From an optimization exercise on the open Yosys and OpenROAD flow, aimed at small area and few clock cycles; shortcuts taken in it are not production practice.
Power is estimated from default activity; no workload was simulated.

run a:
==> flow/design.v <==
`default_nettype none
package mbdpl_pkg;
    typedef enum logic
    {
        KIND_SAMPLE = 1'b0,
        KIND_FETCH  = 1'b1
    } kind_t;
    localparam int RAW_WIDTH      = 5;
    localparam int TIME_WIDTH     = 32;
    localparam int INTERVAL_WIDTH = 16;
    localparam int ACTION_WIDTH   = 3;
    localparam int DOWN_INDEX     = 3;
    localparam logic [INTERVAL_WIDTH-1:0] INTERVAL_RESET = 16'd50;
    localparam int            ADDR_WIDTH             = 3;
    localparam logic [2:0]    ADDR_DEBOUNCE_INTERVAL = 3'd0;
    localparam int            APB_DATA_WIDTH         = 32;
    localparam int IN_TDATA_WIDTH  = 40;
    localparam int OUT_TDATA_WIDTH = 8;
    typedef struct packed
    {
        logic [TIME_WIDTH-1:0] now_ms;
        logic [RAW_WIDTH-1:0]  raw_levels;
        kind_t                 kind;
    } item_t;
endpackage
`default_nettype wire
`default_nettype none
module mbdpl_maj (
    input  wire logic a,
    input  wire logic b,
    input  wire logic c,
    output logic      y
);
    assign y = (a & b) | (a & c) | (b & c);
endmodule
module mbdpl_gt8 (
    input  wire logic [7:0] nx,
    input  wire logic [7:0] y,
    output logic            gt
);
    logic [8:1] br;
    assign br[1] = nx[0] & y[0];
    for (genvar b = 1; b < 8; b++)
    begin : g_bit
        mbdpl_maj u_maj (.a(nx[b]), .b(y[b]), .c(br[b]), .y(br[b+1]));
    end
    assign gt = br[8];
endmodule
module mbdpl_gt16 (
    input  wire logic [15:0] nx,
    input  wire logic [15:0] y,
    output logic             gt
);
    logic gt_lo;
    logic gt_hi;
    mbdpl_gt8 u_lo (.nx(nx[7:0]),  .y(y[7:0]),  .gt(gt_lo));
    mbdpl_gt8 u_hi (.nx(nx[15:8]), .y(y[15:8]), .gt(gt_hi));
    assign gt = gt_hi | (gt_lo & ((nx[15:8] ^ y[15:8]) == '1));
endmodule
module mbdpl_window (
    input  wire logic [31:0] ct,
    input  wire logic [15:0] nnow_lo,     
    input  wire logic [15:0] nwin_lo,     
    input  wire logic        win_wrap,    
    input  wire logic [15:0] now_hi,      
    input  wire logic [15:0] now_hi_m1,   
    output logic             in_window
);
    logic br_now;    
    logic br_win;    
    logic in_lo;
    logic hi_eq;
    logic hi_eq_m1;
    mbdpl_gt16 u_now (.nx(nnow_lo), .y(ct[15:0]), .gt(br_now));
    mbdpl_gt16 u_win (.nx(nwin_lo), .y(ct[15:0]), .gt(br_win));
    assign hi_eq    = (ct[31:16] == now_hi);
    assign hi_eq_m1 = (ct[31:16] == now_hi_m1);
    assign in_lo    = win_wrap ? (br_win | ~br_now) : (br_win & ~br_now);
    assign in_window   = in_lo & (br_now ? hi_eq_m1 : hi_eq);
endmodule
module mbdpl_button_bank #(
    parameter int BUTTON_COUNT = 5
) (
    input  wire logic                                   clk,
    input  wire logic                                   rst_n,
    input  wire logic                                   fire,
    input  wire logic                                   commit,
    input  wire mbdpl_pkg::item_t                       item,
    input  wire logic [mbdpl_pkg::INTERVAL_WIDTH-1:0]   interval,
    output logic      [mbdpl_pkg::ACTION_WIDTH-1:0]     action_code,
    output logic                                        down_held
);
    localparam int TW = mbdpl_pkg::TIME_WIDTH;
    localparam int HW = TW / 2;
    logic [BUTTON_COUNT-1:0] prev_reg;
    logic [BUTTON_COUNT-1:0] stable_reg;
    logic [BUTTON_COUNT-1:0] press_reg;
    logic                    fetch_reg;      
    logic [TW-1:0]           change_time_reg [BUTTON_COUNT];
    logic [BUTTON_COUNT-1:0] settled_reg;    
    logic                    sample_reg;     
    logic [BUTTON_COUNT-1:0] raw;
    logic [BUTTON_COUNT-1:0] changed;
    logic [BUTTON_COUNT-1:0] in_window;
    logic [BUTTON_COUNT-1:0] settled;
    logic [BUTTON_COUNT-1:0] pick;           
    logic [BUTTON_COUNT-1:0] press_eff;      
    logic                    sample;
    logic                    interval_zero;
    logic [HW-1:0]           now_lo;
    logic [HW-1:0]           now_hi;
    logic [HW-1:0]           now_hi_m1;
    logic [HW-1:0]           nwin_lo;
    logic                    win_wrap;
    assign raw           = BUTTON_COUNT'(item.raw_levels);
    assign sample        = (item.kind == mbdpl_pkg::KIND_SAMPLE);
    assign changed       = raw ^ prev_reg;
    assign interval_zero = (interval == '0);
    assign now_lo    = item.now_ms[HW-1:0];
    assign now_hi    = item.now_ms[TW-1:HW];
    assign now_hi_m1 = now_hi - 1'b1;
    assign {win_wrap, nwin_lo} = {1'b0, interval} + {1'b0, ~now_lo};
    for (genvar i = 0; i < BUTTON_COUNT; i++)
    begin : g_button
        mbdpl_window u_window (
            .ct        (change_time_reg[i]),
            .nnow_lo   (~now_lo),
            .nwin_lo   (nwin_lo),
            .win_wrap  (win_wrap),
            .now_hi    (now_hi),
            .now_hi_m1 (now_hi_m1),
            .in_window    (in_window[i])
        );
        assign settled[i] = changed[i] ? interval_zero : ~in_window[i];
    end
    assign pick      = press_reg & ~(press_reg - 1'b1);
    assign press_eff = fetch_reg ? (press_reg & ~pick) : press_reg;
    always_comb
    begin
        action_code = '0;
        for (int i = BUTTON_COUNT - 1; i >= 0; i--)
        begin
            if (pick[i])
            begin
                action_code = mbdpl_pkg::ACTION_WIDTH'(i + 1);
            end
        end
        if (!fetch_reg)
        begin
            action_code = '0;
        end
    end
    assign down_held = ~stable_reg[mbdpl_pkg::DOWN_INDEX];
    always_ff @(posedge clk or negedge rst_n)
    begin
        if (!rst_n)
        begin
            prev_reg   <= '1;
            stable_reg <= '1;
            press_reg  <= '0;
            fetch_reg  <= 1'b0;
        end
        else
        begin
            if (fire && sample)
            begin
                prev_reg <= raw;
            end
            if (commit)
            begin
                if (sample_reg)
                begin
                    stable_reg <= (settled_reg & prev_reg) | (~settled_reg & stable_reg);
                    press_reg  <= press_eff | (settled_reg & ~prev_reg & stable_reg);
                end
                else
                begin
                    press_reg  <= press_eff;
                end
                fetch_reg <= !sample_reg;
            end
        end
    end
    always_ff @(posedge clk)
    begin
        for (int i = 0; i < BUTTON_COUNT; i++)
        begin
            if (fire && sample && changed[i])
            begin
                change_time_reg[i] <= item.now_ms;
            end
        end
        if (fire)
        begin
            settled_reg <= settled;
            sample_reg  <= sample;
        end
    end
endmodule
`default_nettype wire
`default_nettype none
module multi_button_debounce_press_latch #(
    parameter int BUTTON_COUNT = 5
) (
    input  wire logic                                   clk,
    input  wire logic                                   rst_n,
    input  wire logic [mbdpl_pkg::IN_TDATA_WIDTH-1:0]   s_tdata,
    input  wire logic                                   s_tuser,
    input  wire logic                                   s_tvalid,
    output logic                                        s_tready,
    output logic      [mbdpl_pkg::OUT_TDATA_WIDTH-1:0]  m_tdata,
    output logic                                        m_tvalid,
    input  wire logic                                   m_tready,
    input  wire logic                                   psel,
    input  wire logic                                   penable,
    input  wire logic                                   pwrite,
    input  wire logic [mbdpl_pkg::ADDR_WIDTH-1:0]       paddr,
    input  wire logic [mbdpl_pkg::APB_DATA_WIDTH-1:0]   pwdata,
    output logic      [mbdpl_pkg::APB_DATA_WIDTH-1:0]   prdata,
    output logic                                        pready
);
    logic                                       stage_valid_reg;
    logic                                       out_valid_reg;
    logic [mbdpl_pkg::INTERVAL_WIDTH-1:0]       interval_reg;
    logic                                       commit;
    logic                                       in_xfer;
    logic                                       cfg_write;
    logic [mbdpl_pkg::ACTION_WIDTH-1:0]         action_code;
    logic                                       down_held;
    mbdpl_pkg::item_t                           in_item;
    assign in_item.kind       = mbdpl_pkg::kind_t'(s_tuser);
    assign in_item.raw_levels = s_tdata[mbdpl_pkg::RAW_WIDTH-1:0];
    assign in_item.now_ms     =
        s_tdata[mbdpl_pkg::RAW_WIDTH +: mbdpl_pkg::TIME_WIDTH];
    assign commit   = stage_valid_reg && (!out_valid_reg || m_tready);
    assign s_tready = !stage_valid_reg || commit;
    assign in_xfer  = s_tvalid && s_tready;
    assign m_tvalid = out_valid_reg;
    assign m_tdata  = {
        (mbdpl_pkg::OUT_TDATA_WIDTH - mbdpl_pkg::ACTION_WIDTH - 1)'(0),
        down_held, action_code};
    assign pready    = 1'b1;
    assign cfg_write = psel && penable && pwrite
                       && (paddr == mbdpl_pkg::ADDR_DEBOUNCE_INTERVAL);
    assign prdata    = (paddr == mbdpl_pkg::ADDR_DEBOUNCE_INTERVAL)
                       ? mbdpl_pkg::APB_DATA_WIDTH'(interval_reg) : '0;
    mbdpl_button_bank #(
        .BUTTON_COUNT (BUTTON_COUNT)
    ) u_bank (
        .clk         (clk),
        .rst_n       (rst_n),
        .fire        (in_xfer),
        .commit      (commit),
        .item        (in_item),
        .interval    (interval_reg),
        .action_code (action_code),
        .down_held   (down_held)
    );
    always_ff @(posedge clk or negedge rst_n)
    begin
        if (!rst_n)
        begin
            stage_valid_reg <= 1'b0;
            out_valid_reg   <= 1'b0;
            interval_reg    <= mbdpl_pkg::INTERVAL_RESET;
        end
        else
        begin
            if (in_xfer)
            begin
                stage_valid_reg <= 1'b1;
            end
            else if (commit)
            begin
                stage_valid_reg <= 1'b0;
            end
            if (commit)
            begin
                out_valid_reg <= 1'b1;
            end
            else if (m_tready)
            begin
                out_valid_reg <= 1'b0;
            end
            if (cfg_write)
            begin
                interval_reg <= pwdata[mbdpl_pkg::INTERVAL_WIDTH-1:0];
            end
        end
    end
endmodule
`default_nettype wire
clock: 6.5 ns
lec_check: 0
cap_margin: 20
core_margin: 2
core_utilization: 40
slew_margin: 20
synth_hierarchical: 1
run.sh (not shown) runs the stock make flow with config.mk's settings and CLKGATE_MAP_FILE= SYNTH_SCRIPT=/design/flow/synth_recipe.tcl, a recipe that flattens the netlist after the stock synthesis.
--- input diff run a..run b ---
diff --git a/flow/config.mk b/flow/config.mk
--- a/flow/config.mk
+++ b/flow/config.mk
@@ -9,4 +9,6 @@
 export CORE_MARGIN = 2
 export CORE_UTILIZATION = 40
+export CTS_BUF_LIST = sky130_fd_sc_hd__clkbuf_8
+export GPL_TIMING_DRIVEN = 0
 export SLEW_MARGIN = 20
 export SYNTH_HIERARCHICAL = 1
## What came out
- Run b did not stop at any stage, and its layout met the timing, design-rule and antenna checks.
- Run a: flow completed, timing, DRC and antenna clean
- Re share of total power in combinational logic: run a was lower than run b.
- Diff run b..run a | total number of H-tree levels | unchanged
- On worst stage delay on the critical path: between run b and run a, it ends up higher for run b.
- Run b: post-route core utilization 0.37 points below run a
No run of this note included a check of the RTL's function; only the layout flow was run.

==> afterwards: timing with drivers on the ports <==
How much do the figures lean on ideal ports? The routed layouts below were timed once more, with nothing changed but the port constraints.
Step 1: set_driving_cell puts a clkbuf_16 on clk and a buf_2 on each other input, an assumption about the parent block.
Step 2 times the ports against the registers' clock, not the clock port: input delays grow and output delays shrink by t, the midpoint of the rising clock arrivals with the driver on.
a / b / c = ideal ports / drivers / drivers and shift; a / b = the first two.
run	t (ns)	setup slack, ns	clock arrival spread, ns	pins driven straight from the clock port
run a	0.479	0.321 / 0.348 / -0.131	0.016 / 0.016	1
run b	0.514	0.282 / 0.281 / -0.233	0.026 / 0.026	1
With both steps, setup timing fails in run a and run b, where it was met with ideal ports. For run b, which loses most, drivers alone change the setup slack by -0.001 ns; drivers and shift together by -0.515 ns.
